Source: an optimization exercise on an open RTL-to-GDS flow (aim: small area and a short achievable clock period). Production flows keep margins and buffers that such runs may drop.
Function was checked by simulation only, so behaviour that the tests miss may differ from the original.
Power figures rest on the tool's default switching activity, not on a simulated workload.

== the baseline ==
==> flow/design.v <==
`timescale 1ns/1ps
module fifo_ptr_sync #(
    parameter int PTR_W = 1
) (
    input  logic             clk,
    input  logic             rst_n,
    input  logic [PTR_W-1:0] ptr_in,
    output logic [PTR_W-1:0] ptr_out
);
    logic [PTR_W-1:0] meta;
    always_ff @(posedge clk or negedge rst_n) begin
        if (!rst_n) begin
            meta    <= '0;
            ptr_out <= '0;
        end else begin
            meta    <= ptr_in;
            ptr_out <= meta;
        end
    end
endmodule
`timescale 1ns/1ps
module fifo_dual_port_ram #(
    parameter int DATA_W = 32,
    parameter int ADDR_W = 6
) (
    input  logic              clk,
    input  logic              wen,
    input  logic [ADDR_W-1:0] waddr,
    input  logic [DATA_W-1:0] wdata,
    input  logic [(1<<ADDR_W)-1:0] rsel,
    input  logic                   ren,
    output logic [DATA_W-1:0] rdata
);
    localparam int DEPTH = 1 << ADDR_W;
    logic [DEPTH-1:0][DATA_W-1:0] store;
    logic [DEPTH-1:0]             wsel;
    always_comb begin
        for (int i = 0; i < DEPTH; i++) begin
            wsel[i] = wen && (waddr == ADDR_W'(i));
        end
    end
    for (genvar i = 0; i < DEPTH; i++) begin : g_word
        always_ff @(posedge clk) begin
            if (wsel[i]) begin
                store[i] <= wdata;
            end
        end
    end
    always_comb begin
        rdata = '0;
        for (int i = 0; i < DEPTH; i++) begin
            rdata = rdata | (store[i] & {DATA_W{rsel[i] & ren}});
        end
    end
endmodule
`timescale 1ns/1ps
module fifo_write_ctrl #(
    parameter int ADDR_W = 6
) (
    input  logic              clk,
    input  logic              rst_n,
    input  logic              winc,
    input  logic              rd_acc_d2,
    output logic              wfull,
    output logic              mem_en,
    output logic [ADDR_W-1:0] mem_addr
);
    localparam int CNT_W = ADDR_W + 1;
    localparam int DEPTH = 1 << ADDR_W;
    logic              wr_accept;
    logic [CNT_W-1:0]  cnt;
    logic [ADDR_W-1:0] waddr;
    logic              full_if_hold;
    logic              full_if_inc;
    assign wr_accept = winc & ~wfull;
    assign full_if_hold = (cnt == CNT_W'(DEPTH));
    assign full_if_inc  = (cnt == CNT_W'(DEPTH - 1));
    always_ff @(posedge clk or negedge rst_n) begin
        if (!rst_n) begin
            waddr <= '0;
            cnt   <= '0;
            wfull <= 1'b0;
        end else begin
            waddr <= waddr + ADDR_W'(wr_accept);
            cnt   <= cnt + CNT_W'(wr_accept) - CNT_W'(rd_acc_d2);
            wfull <= wr_accept ? full_if_inc : full_if_hold;
        end
    end
    assign mem_en   = wr_accept;
    assign mem_addr = waddr;
endmodule
`timescale 1ns/1ps
module fifo_read_ctrl #(
    parameter int DATA_W = 32,
    parameter int ADDR_W = 6
) (
    input  logic                   clk,
    input  logic                   rst_n,
    input  logic                   rinc,
    input  logic                   wr_acc_d2,
    output logic [DATA_W-1:0]      rdata,
    output logic                   rempty,
    output logic                   rd_accept,
    output logic [(1<<ADDR_W)-1:0] mem_sel,
    input  logic [DATA_W-1:0]      mem_data
);
    localparam int CNT_W = ADDR_W + 1;
    logic [CNT_W-1:0] cnt;
    logic             empty_if_hold;
    logic             empty_if_inc;
    logic             nonempty;
    assign rd_accept = rinc & nonempty;
    assign empty_if_hold = (cnt == '0);
    assign empty_if_inc  = (cnt == CNT_W'(1));
    always_ff @(posedge clk or negedge rst_n) begin
        if (!rst_n) begin
            mem_sel <= (1<<ADDR_W)'(1);
        end else if (rd_accept) begin
            mem_sel <= {mem_sel[(1<<ADDR_W)-2:0], mem_sel[(1<<ADDR_W)-1]};
        end
    end
    always_ff @(posedge clk or negedge rst_n) begin
        if (!rst_n) begin
            cnt      <= '0;
            nonempty <= 1'b0;
        end else begin
            cnt      <= cnt + CNT_W'(wr_acc_d2) - CNT_W'(rd_accept);
            nonempty <= rd_accept ? !empty_if_inc : !empty_if_hold;
        end
    end
    assign rempty = ~nonempty;
    always_ff @(posedge clk or negedge rst_n) begin
        if (!rst_n) begin
            rdata <= '0;
        end else begin
            rdata <= mem_data | (rdata & {DATA_W{~rd_accept}});
        end
    end
endmodule
`timescale 1ns/1ps
module async_fifo #(
    parameter int DATA_W = 32,
    parameter int ADDR_W = 6
) (
    input  logic              clk,
    input  logic              rst_n,
    input  logic              winc,
    input  logic [DATA_W-1:0] wdata,
    output logic              wfull,
    input  logic              rinc,
    output logic [DATA_W-1:0] rdata,
    output logic              rempty
);
    logic                   wr_en;
    logic [ADDR_W-1:0]      wr_addr;
    logic                   wr_en_d2;
    logic                   rd_en;
    logic                   rd_en_d2;
    logic [(1<<ADDR_W)-1:0] rd_sel;
    logic [DATA_W-1:0]      rd_data;
    fifo_write_ctrl #(.ADDR_W(ADDR_W)) u_write_ctrl (
        .clk       (clk),
        .rst_n     (rst_n),
        .winc      (winc),
        .rd_acc_d2 (rd_en_d2),
        .wfull     (wfull),
        .mem_en    (wr_en),
        .mem_addr  (wr_addr)
    );
    fifo_ptr_sync #(.PTR_W(1)) u_wacc_sync (
        .clk     (clk),
        .rst_n   (rst_n),
        .ptr_in  (wr_en),
        .ptr_out (wr_en_d2)
    );
    fifo_ptr_sync #(.PTR_W(1)) u_racc_sync (
        .clk     (clk),
        .rst_n   (rst_n),
        .ptr_in  (rd_en),
        .ptr_out (rd_en_d2)
    );
    fifo_dual_port_ram #(
        .DATA_W (DATA_W),
        .ADDR_W (ADDR_W)
    ) u_ram (
        .clk   (clk),
        .wen   (wr_en),
        .waddr (wr_addr),
        .wdata (wdata),
        .rsel  (rd_sel),
        .ren   (rd_en),
        .rdata (rd_data)
    );
    fifo_read_ctrl #(
        .DATA_W (DATA_W),
        .ADDR_W (ADDR_W)
    ) u_read_ctrl (
        .clk       (clk),
        .rst_n     (rst_n),
        .rinc      (rinc),
        .wr_acc_d2 (wr_en_d2),
        .rdata     (rdata),
        .rempty    (rempty),
        .rd_accept (rd_en),
        .mem_sel   (rd_sel),
        .mem_data  (rd_data)
    );
endmodule
`timescale 1ns/1ps
module fifo_top (
    input  logic        clk,
    input  logic        rst_n,
    input  logic        winc,
    input  logic [31:0] wdata,
    output logic        wfull,
    input  logic        rinc,
    output logic [31:0] rdata,
    output logic        rempty
);
    async_fifo #(
        .DATA_W (32),
        .ADDR_W (6)
    ) u_fifo (
        .clk    (clk),
        .rst_n  (rst_n),
        .winc   (winc),
        .wdata  (wdata),
        .wfull  (wfull),
        .rinc   (rinc),
        .rdata  (rdata),
        .rempty (rempty)
    );
endmodule
Settings: LEC_CHECK=0, CAP_MARGIN=20, CORE_MARGIN=2, CORE_UTILIZATION=45, CTS_CLUSTER_DIAMETER=100, CTS_CLUSTER_SIZE=25, SETUP_SLACK_MARGIN=2.3, SLEW_MARGIN=20; clock period 4.5 ns.
standard.sh (not shown) runs the stock make flow with config.mk's settings and CLKGATE_MAP_FILE= SYNTH_SCRIPT=/design/flow/synth_recipe.tcl, a recipe that flattens the netlist after the stock synthesis.
==> flow/flow/run.sh <==
#!/bin/bash
# The standard layout, with the data pins placed in fixed pairs (wdata[b] next to
# rdata[b], eight bits per die edge) so each bit's storage slice sits by its own pins.
# The control pins are left to the pin placer. Every tool's output goes to flow.log here;
# ORFS also keeps its per-step logs under orfs/logs.
set -euo pipefail
cd "$(dirname "${BASH_SOURCE[0]}")/.."
bash standard.sh IO_CONSTRAINTS="$PWD/flow/io.tcl" finish > flow.log 2>&1
==> flow/flow/io.tcl <==
# data pins only: each bit's write and read pins side by side, 8 bits per edge;
# the control pins are left to the pin placer
set block [ord::get_db_block]
set die [$block getDieArea]
set W [expr {[$die xMax] / 1000.0}]
set H [expr {[$die yMax] / 1000.0}]
set bit 0
for {set e 0} {$e < 4} {incr e} {
  set slots {}
  for {set k 0} {$k < 8} {incr k} { lappend slots "wdata\[$bit\]" "rdata\[$bit\]"; incr bit }
  set n [llength $slots]
  for {set i 0} {$i < $n} {incr i} {
    # pairs spread evenly along the edge, the two pins of a pair 3 um apart
    set pair [expr {$i / 2}]
    set f [expr {($pair + 0.5) / 8.0}]
    set off [expr {($i % 2) * 3.0}]
    set p [lindex $slots $i]
    switch $e {
      0 { place_pin -pin_name $p -layer met2 -location [list [expr {$f * $W + $off}] 0] -pin_size {0.14 0.485} -force_to_die_boundary }
      1 { place_pin -pin_name $p -layer met3 -location [list $W [expr {$f * $H + $off}]] -pin_size {0.8 0.3} -force_to_die_boundary }
      2 { place_pin -pin_name $p -layer met2 -location [list [expr {(1 - $f) * $W - $off}] $H] -pin_size {0.14 0.485} -force_to_die_boundary }
      3 { place_pin -pin_name $p -layer met3 -location [list 0 [expr {(1 - $f) * $H - $off}]] -pin_size {0.8 0.3} -force_to_die_boundary }
    }
  }
}
Input-level comparison between the candidate and the baseline:
--- a/flow/design.v
+++ b/flow/design.v
@@ -67,24 +67,27 @@
 );
     localparam int CNT_W = ADDR_W + 1;
     localparam int DEPTH = 1 << ADDR_W;
     logic              wr_accept;
+    logic              wfull_int;
     logic [CNT_W-1:0]  cnt;
     logic [ADDR_W-1:0] waddr;
     logic              full_if_hold;
     logic              full_if_inc;
-    assign wr_accept = winc & ~wfull;
+    assign wr_accept = winc & ~wfull_int;
     assign full_if_hold = (cnt == CNT_W'(DEPTH));
     assign full_if_inc  = (cnt == CNT_W'(DEPTH - 1));
     always_ff @(posedge clk or negedge rst_n) begin
         if (!rst_n) begin
-            waddr <= '0;
-            cnt   <= '0;
-            wfull <= 1'b0;
-        end else begin
-            waddr <= waddr + ADDR_W'(wr_accept);
-            cnt   <= cnt + CNT_W'(wr_accept) - CNT_W'(rd_acc_d2);
-            wfull <= wr_accept ? full_if_inc : full_if_hold;
+            waddr     <= '0;
+            cnt       <= '0;
+            wfull_int <= 1'b0;
+            wfull     <= 1'b0;
+        end else begin
+            waddr     <= waddr + ADDR_W'(wr_accept);
+            cnt       <= cnt + CNT_W'(wr_accept) - CNT_W'(rd_acc_d2);
+            wfull_int <= wr_accept ? full_if_inc : full_if_hold;
+            wfull     <= (winc & ~wfull) ? full_if_inc : full_if_hold;
         end
     end
     assign mem_en   = wr_accept;
     assign mem_addr = waddr;
@@ -108,8 +111,9 @@
     logic [CNT_W-1:0] cnt;
     logic             empty_if_hold;
     logic             empty_if_inc;
     logic             nonempty;
+    logic             nonempty_port;
     assign rd_accept = rinc & nonempty;
     assign empty_if_hold = (cnt == '0);
     assign empty_if_inc  = (cnt == CNT_W'(1));
     always_ff @(posedge clk or negedge rst_n) begin
@@ -120,16 +124,18 @@
         end
     end
     always_ff @(posedge clk or negedge rst_n) begin
         if (!rst_n) begin
-            cnt      <= '0;
-            nonempty <= 1'b0;
-        end else begin
-            cnt      <= cnt + CNT_W'(wr_acc_d2) - CNT_W'(rd_accept);
-            nonempty <= rd_accept ? !empty_if_inc : !empty_if_hold;
-        end
-    end
-    assign rempty = ~nonempty;
+            cnt           <= '0;
+            nonempty      <= 1'b0;
+            nonempty_port <= 1'b0;
+        end else begin
+            cnt           <= cnt + CNT_W'(wr_acc_d2) - CNT_W'(rd_accept);
+            nonempty      <= rd_accept ? !empty_if_inc : !empty_if_hold;
+            nonempty_port <= (rinc & nonempty_port) ? !empty_if_inc : !empty_if_hold;
+        end
+    end
+    assign rempty = ~nonempty_port;
     always_ff @(posedge clk or negedge rst_n) begin
         if (!rst_n) begin
             rdata <= '0;
         end else begin
### Flow results
| worst-path maximum fanout | lower: the candidate |
Area after synthesis: the candidate vs the baseline, no meaningful difference
The baseline and the candidate ended up with nearly the same combinational power.
Highest cell delay on the worst timing path sits lower in the candidate than in the baseline.
Power in sequential cells essentially unchanged between the candidate and the baseline.
Compared with the baseline, the candidate shows a tightest hold margin that is 0.043 ns higher.
In terms of effective utilization at floorplan, the candidate and the baseline differ only marginally.
The candidate has less setup slack than the baseline.
Global-route track usage on met3 (the candidate over the baseline): decrease, 1.0 points
The filler cell count of the candidate and that of the baseline are within noise of each other.
The power of the candidate and that of the baseline are within noise of each other.

re-timing with driven ports:
The flow's constraints put no driver on any port. The routed layouts listed below were extracted and timed again, unchanged, in two steps.
Step 1, drivers: a clkbuf_16 drives clk and a buf_2 each remaining input, both assumed.
Step 2 adds t to the input delays and takes it off the output delays; t is the mean of the earliest and latest rising clock arrival at the registers after step 1. Input paths then give back, and output paths get back, about the clock's delay inside the block.
a / b / c = ideal ports / drivers / drivers and shift; a / b = the first two.
run	t (ns)	setup slack, ns	worst register clock-pin slew, ns
the baseline	0.915	2.110 / 2.048 / 1.462	0.11 / 0.11
the candidate	0.887	1.912 / 1.912 / 1.445	0.12 / 0.12
After both steps every run listed still meets setup and hold. The setup slack of the baseline, which loses most, moves by -0.062 ns with the drivers and by -0.648 ns with both steps.
